From an optimization exercise on the open Yosys and OpenROAD flow, aimed at small area; shortcuts taken in it are not production practice. In this exercise RTL edits were held to simulation tests only and were not proved equivalent to the original. Power figures rest on the tool's default switching activity, not on a simulated workload.

## run E
==> module scct_top, before the edit <==
module scct_top (
   input  logic              clk,
   input  logic              rst,
   input  logic              wb_cyc_i,
   input  logic              wb_stb_i,
   input  logic              wb_we_i,
   input  logic [ADR_W-1:0]  wb_adr_i,
   input  logic [DAT_W-1:0]  wb_dat_i,
   output logic [DAT_W-1:0]  wb_dat_o,
   output logic              wb_ack_o,
   input  logic [NUM_CH-1:0] pins_i,
   output logic [NUM_CH-1:0] pins_o,
   output logic              irq_o
);
   logic              ack_q;
   logic [DAT_W-1:0]  rdat_q;
   logic              req;
   logic              wr;
   logic [15:0]       wsel;
   logic [DAT_W-1:0]  rd_mux;
   assign req = wb_cyc_i & wb_stb_i & ~ack_q;
   assign wr  = ack_q & wb_we_i;
   always_comb begin
      wsel = '0;
      wsel[wb_adr_i] = wr;
   end
   logic [PSC_W-1:0] psc_q;
   logic [PSC_W-1:0] pcnt_q;
   logic [CTR_W-1:0] ctr_q;
   logic             ctr_ie_q;
   logic             ctr_is_q;
   logic             tick_q;
   logic             step;
   logic             wrap;
   assign step = (pcnt_q >= psc_q);
   assign wrap = step & (&ctr_q) & ~wsel[REG_CTR];
   always_ff @(posedge clk or posedge rst) begin
      if (rst) begin
         ack_q    <= 1'b0;
         psc_q    <= '0;
         pcnt_q   <= '0;
         ctr_q    <= '0;
         ctr_ie_q <= 1'b0;
         ctr_is_q <= 1'b0;
         tick_q   <= 1'b0;
      end else begin
         ack_q <= req;
         if (wsel[REG_PSC])    psc_q    <= wb_dat_i[PSC_W-1:0];
         if (wsel[REG_CTR_IE]) ctr_ie_q <= wb_dat_i[0];
         if (wsel[REG_CTR]) begin
            ctr_q  <= wb_dat_i;
            pcnt_q <= '0;
            tick_q <= 1'b0;
         end else if (step) begin
            ctr_q  <= ctr_q + 1'b1;
            pcnt_q <= '0;
            tick_q <= 1'b1;
         end else begin
            pcnt_q <= pcnt_q + 1'b1;
            tick_q <= 1'b0;
         end
         ctr_is_q <= (ctr_is_q & ~(wsel[REG_CTR_IS] & wb_dat_i[0])) | wrap;
      end
   end
   logic [NUM_CH-1:0] ch_mode;
   logic [2*NUM_CH-1:0] ch_act;
   logic [CTR_W-1:0]  ch_ccr [NUM_CH];
   logic [NUM_CH-1:0] ch_ie;
   logic [NUM_CH-1:0] ch_is;
   logic [NUM_CH-1:0] ch_pin;
   for (genvar n = 0; n < NUM_CH; n++) begin : g_ch
      logic [2:0] sync_q;
      logic       rise_q;
      logic       capture;
      logic       match;
      assign capture = ch_mode[n] & rise_q;
      assign match   = ~ch_mode[n] & tick_q & (ctr_q == ch_ccr[n]);
      always_ff @(posedge clk or posedge rst) begin
         if (rst) begin
            sync_q         <= '0;
            rise_q         <= 1'b0;
            ch_mode[n]     <= 1'b0;
            ch_act[2*n+:2] <= ACT_NONE;
            ch_ccr[n]      <= '0;
            ch_ie[n]       <= 1'b0;
            ch_is[n]       <= 1'b0;
            ch_pin[n]      <= 1'b0;
         end else begin
            sync_q <= {sync_q[1:0], pins_i[n]};
            rise_q <= sync_q[1] & ~sync_q[2];
            if (wsel[REG_CH_MODE]) ch_mode[n]     <= wb_dat_i[n];
            if (wsel[REG_CH_ACT])  ch_act[2*n+:2] <= wb_dat_i[2*n+:2];
            if (wsel[REG_CH_IE])   ch_ie[n]       <= wb_dat_i[n];
            if (capture)                   ch_ccr[n] <= ctr_q;
            else if (wsel[REG_CCR0 + n])   ch_ccr[n] <= wb_dat_i;
            if (match) begin
               case (ch_act[2*n+:2])
                  ACT_SET: ch_pin[n] <= 1'b1;
                  ACT_CLR: ch_pin[n] <= 1'b0;
                  ACT_TGL: ch_pin[n] <= ~ch_pin[n];
                  default: ch_pin[n] <= ch_pin[n];
               endcase
            end
            ch_is[n] <= (ch_is[n] & ~(wsel[REG_CH_IS] & wb_dat_i[n])) | capture | match;
         end
      end
   end
   always_comb begin
      rd_mux = '0;
      case (wb_adr_i)
         4'd0:  rd_mux = ctr_q;
         4'd1:  rd_mux[PSC_W-1:0] = psc_q;
         4'd2:  rd_mux[0] = ctr_ie_q;
         4'd3:  rd_mux[0] = ctr_is_q;
         4'd4:  rd_mux[NUM_CH-1:0] = ch_mode;
         4'd5:  rd_mux[2*NUM_CH-1:0] = ch_act;
         4'd6:  rd_mux[NUM_CH-1:0] = ch_ie;
         4'd7:  rd_mux[NUM_CH-1:0] = ch_is;
         4'd8:  rd_mux[NUM_CH-1:0] = pins_i;
         4'd9:  rd_mux[NUM_CH-1:0] = ch_pin;
         4'd10: rd_mux = ch_ccr[0];
         4'd11: rd_mux = ch_ccr[1];
         4'd12: rd_mux = ch_ccr[2];
         4'd13: rd_mux = ch_ccr[3];
         default: rd_mux = '0;
      endcase
   end
   always_ff @(posedge clk) begin
      rdat_q <= rd_mux;
   end
   assign wb_ack_o = ack_q;
   assign wb_dat_o = rdat_q;
   assign pins_o   = ch_pin;
   assign irq_o    = (ctr_ie_q & ctr_is_q) | (|(ch_ie & ch_is));
endmodule
Settings: LEC_CHECK=0, CAP_MARGIN=20, CORE_MARGIN=2, CORE_UTILIZATION=40, PLACE_DENSITY=0.6, SLEW_MARGIN=20; clock period 10.0 ns.
standard.sh (not shown) runs the stock make flow with config.mk's settings and CLKGATE_MAP_FILE= SYNTH_SCRIPT=/design/flow/synth_recipe.tcl, a recipe that flattens the netlist after the stock synthesis.
==> flow/flow/run.sh <==
#!/bin/bash
# Own layout flow: the standard.sh with
#  - an area-oriented ABC script in synthesis (flow/synth.tcl, flow/area.abc),
#  - the smallest buffer on every input and output port,
#  - a clock tree without dummy loads, built from clkbuf_8 with larger sink clusters.
# Every tool's output goes to the ORFS logs under orfs/logs; make's own output to flow_make.log.
set -euo pipefail
W=$(pwd)
export BUFFER_PORTS_ARGS="-buffer_cell sky130_fd_sc_hd__buf_1"
export CTS_ARGS="-sink_clustering_enable -repair_clock_nets -dont_use_dummy_load -buf_list sky130_fd_sc_hd__clkbuf_8 -sink_clustering_size 15 -sink_clustering_max_diameter 50"
sed "s#SYNTH_SCRIPT=[^ ]*#SYNTH_SCRIPT=$W/flow/synth.tcl #" standard.sh > own_standard.sh
bash own_standard.sh finish > flow_make.log 2>&1
==> flow/flow/area.abc <==
strash
&get -n
&fraig -x
&put
dc2
strash
&get -n
&deepsyn -T 20
&put
strash
&get -n
&dch -f
&nf -R 1000 -p -F 8 -A 4 -C 32
&put
==> flow/flow/synth.tcl <==
# The standard flow's synthesis (synth_recipe.tcl, unchanged) with an area-oriented ABC script
# for the combinational mapping; registers are mapped exactly as in the standard flow's synthesis.
set flowdir [file dirname [file normalize [info script]]]
set ::my_abc_script $flowdir/area.abc
proc abc {args} {
  set i [lsearch -exact $args -script]
  if {$i >= 0} { set args [lreplace $args [expr {$i+1}] [expr {$i+1}] $::my_abc_script] }
  yosys abc {*}$args
}
source [file dirname $flowdir]/synth_recipe.tcl
> inputs changed (run E -> run D)
==> flow/design.v, changed modules only <==
module scct_top (
   input  logic              clk,
   input  logic              rst,
   input  logic              wb_cyc_i,
   input  logic              wb_stb_i,
   input  logic              wb_we_i,
   input  logic [ADR_W-1:0]  wb_adr_i,
   input  logic [DAT_W-1:0]  wb_dat_i,
   output logic [DAT_W-1:0]  wb_dat_o,
   output logic              wb_ack_o,
   input  logic [NUM_CH-1:0] pins_i,
   output logic [NUM_CH-1:0] pins_o,
   output logic              irq_o
);
   logic              ack_q;
   logic [DAT_W-1:0]  rdat_q;
   logic              req;
   logic              wr;
   logic [15:0]       wsel;
   logic [DAT_W-1:0]  rd_mux;
   assign req = wb_cyc_i & wb_stb_i & ~ack_q;
   assign wr  = ack_q & wb_we_i;
   always_comb begin
      wsel = '0;
      wsel[wb_adr_i] = wr;
   end
   logic [PSC_W-1:0] psc_q;
   logic [PSC_W-1:0] pcnt_q;
   logic [CTR_W-1:0] ctr_q;
   logic             ctr_ie_q;
   logic             ctr_is_q;
   logic             tick_q;
   logic             step;
   logic             wrap;
   assign step = (pcnt_q >= psc_q);
   assign wrap = step & (&ctr_q) & ~wsel[REG_CTR];
   always_ff @(posedge clk or posedge rst) begin
      if (rst) begin
         ack_q    <= 1'b0;
         ctr_ie_q <= 1'b0;
         ctr_is_q <= 1'b0;
      end else begin
         ack_q <= req;
         if (wsel[REG_CTR_IE]) ctr_ie_q <= wb_dat_i[0];
         ctr_is_q <= (ctr_is_q & ~(wsel[REG_CTR_IS] & wb_dat_i[0])) | wrap;
      end
   end
   always_ff @(posedge clk) begin
      if (rst) begin
         psc_q  <= '0;
         pcnt_q <= '0;
         ctr_q  <= '0;
         tick_q <= 1'b0;
      end else begin
         if (wsel[REG_PSC]) psc_q <= wb_dat_i[PSC_W-1:0];
         if (wsel[REG_CTR]) begin
            ctr_q  <= wb_dat_i;
            pcnt_q <= '0;
            tick_q <= 1'b0;
         end else if (step) begin
            ctr_q  <= ctr_q + 1'b1;
            pcnt_q <= '0;
            tick_q <= 1'b1;
         end else begin
            pcnt_q <= pcnt_q + 1'b1;
            tick_q <= 1'b0;
         end
      end
   end
   logic [NUM_CH-1:0] ch_mode;
   logic [2*NUM_CH-1:0] ch_act;
   logic [CTR_W-1:0]  ch_ccr [NUM_CH];
   logic [NUM_CH-1:0] ch_ie;
   logic [NUM_CH-1:0] ch_is;
   logic [NUM_CH-1:0] ch_pin;
   for (genvar n = 0; n < NUM_CH; n++) begin : g_ch
      logic [2:0] sync_q;
      logic       rise_q;
      logic       capture;
      logic       match;
      assign capture = ch_mode[n] & rise_q;
      assign match   = ~ch_mode[n] & tick_q & (ctr_q == ch_ccr[n]);
      always_ff @(posedge clk or posedge rst) begin
         if (rst) begin
            sync_q    <= '0;
            rise_q    <= 1'b0;
            ch_ie[n]  <= 1'b0;
            ch_is[n]  <= 1'b0;
            ch_pin[n] <= 1'b0;
         end else begin
            sync_q <= {sync_q[1:0], pins_i[n]};
            rise_q <= sync_q[1] & ~sync_q[2];
            if (wsel[REG_CH_IE]) ch_ie[n] <= wb_dat_i[n];
            if (match) begin
               case (ch_act[2*n+:2])
                  ACT_SET: ch_pin[n] <= 1'b1;
                  ACT_CLR: ch_pin[n] <= 1'b0;
                  ACT_TGL: ch_pin[n] <= ~ch_pin[n];
                  default: ch_pin[n] <= ch_pin[n];
               endcase
            end
            ch_is[n] <= (ch_is[n] & ~(wsel[REG_CH_IS] & wb_dat_i[n])) | capture | match;
         end
      end
      always_ff @(posedge clk) begin
         if (rst) begin
            ch_mode[n]     <= 1'b0;
            ch_act[2*n+:2] <= ACT_NONE;
            ch_ccr[n]      <= '0;
         end else begin
            if (wsel[REG_CH_MODE]) ch_mode[n]     <= wb_dat_i[n];
            if (wsel[REG_CH_ACT])  ch_act[2*n+:2] <= wb_dat_i[2*n+:2];
            if (capture)                 ch_ccr[n] <= ctr_q;
            else if (wsel[REG_CCR0 + n]) ch_ccr[n] <= wb_dat_i;
         end
      end
   end
   always_comb begin
      rd_mux = '0;
      case (wb_adr_i)
         4'd0:  rd_mux = ctr_q;
         4'd1:  rd_mux[PSC_W-1:0] = psc_q;
         4'd2:  rd_mux[0] = ctr_ie_q;
         4'd3:  rd_mux[0] = ctr_is_q;
         4'd4:  rd_mux[NUM_CH-1:0] = ch_mode;
         4'd5:  rd_mux[2*NUM_CH-1:0] = ch_act;
         4'd6:  rd_mux[NUM_CH-1:0] = ch_ie;
         4'd7:  rd_mux[NUM_CH-1:0] = ch_is;
         4'd8:  rd_mux[NUM_CH-1:0] = pins_i;
         4'd9:  rd_mux[NUM_CH-1:0] = ch_pin;
         4'd10: rd_mux = ch_ccr[0];
         4'd11: rd_mux = ch_ccr[1];
         4'd12: rd_mux = ch_ccr[2];
         4'd13: rd_mux = ch_ccr[3];
         default: rd_mux = '0;
      endcase
   end
   always_ff @(posedge clk) begin
      rdat_q <= rd_mux;
   end
   assign wb_ack_o = ack_q;
   assign wb_dat_o = rdat_q;
   assign pins_o   = ch_pin;
   assign irq_o    = (ctr_ie_q & ctr_is_q) | (|(ch_ie & ch_is));
endmodule
==> run summary <==
- Measured against each other, run E and run D differ in clock distribution power, the lower figure coming from run D.
- Compared with run E, run D improves leakage dissipation.
- Summary of run D over run E: power density over cell area went down about 50%, global-route usage has decreased.
- Compared with run E, run D shows overall routed net length that has gone down by more than 10%.
- Compared run E against run D; non-clock buffer share of cell area within noise.
- | xor and xnor area share after synthesis | run E vs run D | ≈ equal |
- In run D the total iterations of the first detailed-routing run turned out 2 higher than in run E.
- Relative to run E, the standard cell area after detailed placement of run D is lower by about 7%.
- Total power: run D below run E
- Data required time of the worst path (run D over run E): increase, 60 ps
- In run D, hold slack is lower than in run E.

[re-timing with driven ports]
How much do the figures lean on ideal ports? The routed layouts below were timed once more, with nothing changed but the port constraints.
Step 1, drivers: a clkbuf_16 drives clk and a buf_2 each remaining input, both assumed.
Step 2, shift: input delay + t, output delay - t, t = (earliest + latest rising clock arrival at the registers) / 2. This alone moves slack from input paths to output paths.
Slacks: no drivers / after step 1 / after step 2; pairs: no drivers / after step 1.
| run | shift t [ns] | slack for setup (ns) | worst register clock-pin slew, ns | pins driven straight from the clock port |
|---|---|---|---|---|
| run E | 0.584 | 3.600 / 3.600 / 3.600 | 0.10 / 0.10 | 1 |
| run D | 0.627 | 4.113 / 4.113 / 4.113 | 0.09 / 0.09 | 1 |
After both steps setup and hold are still met in every run listed.
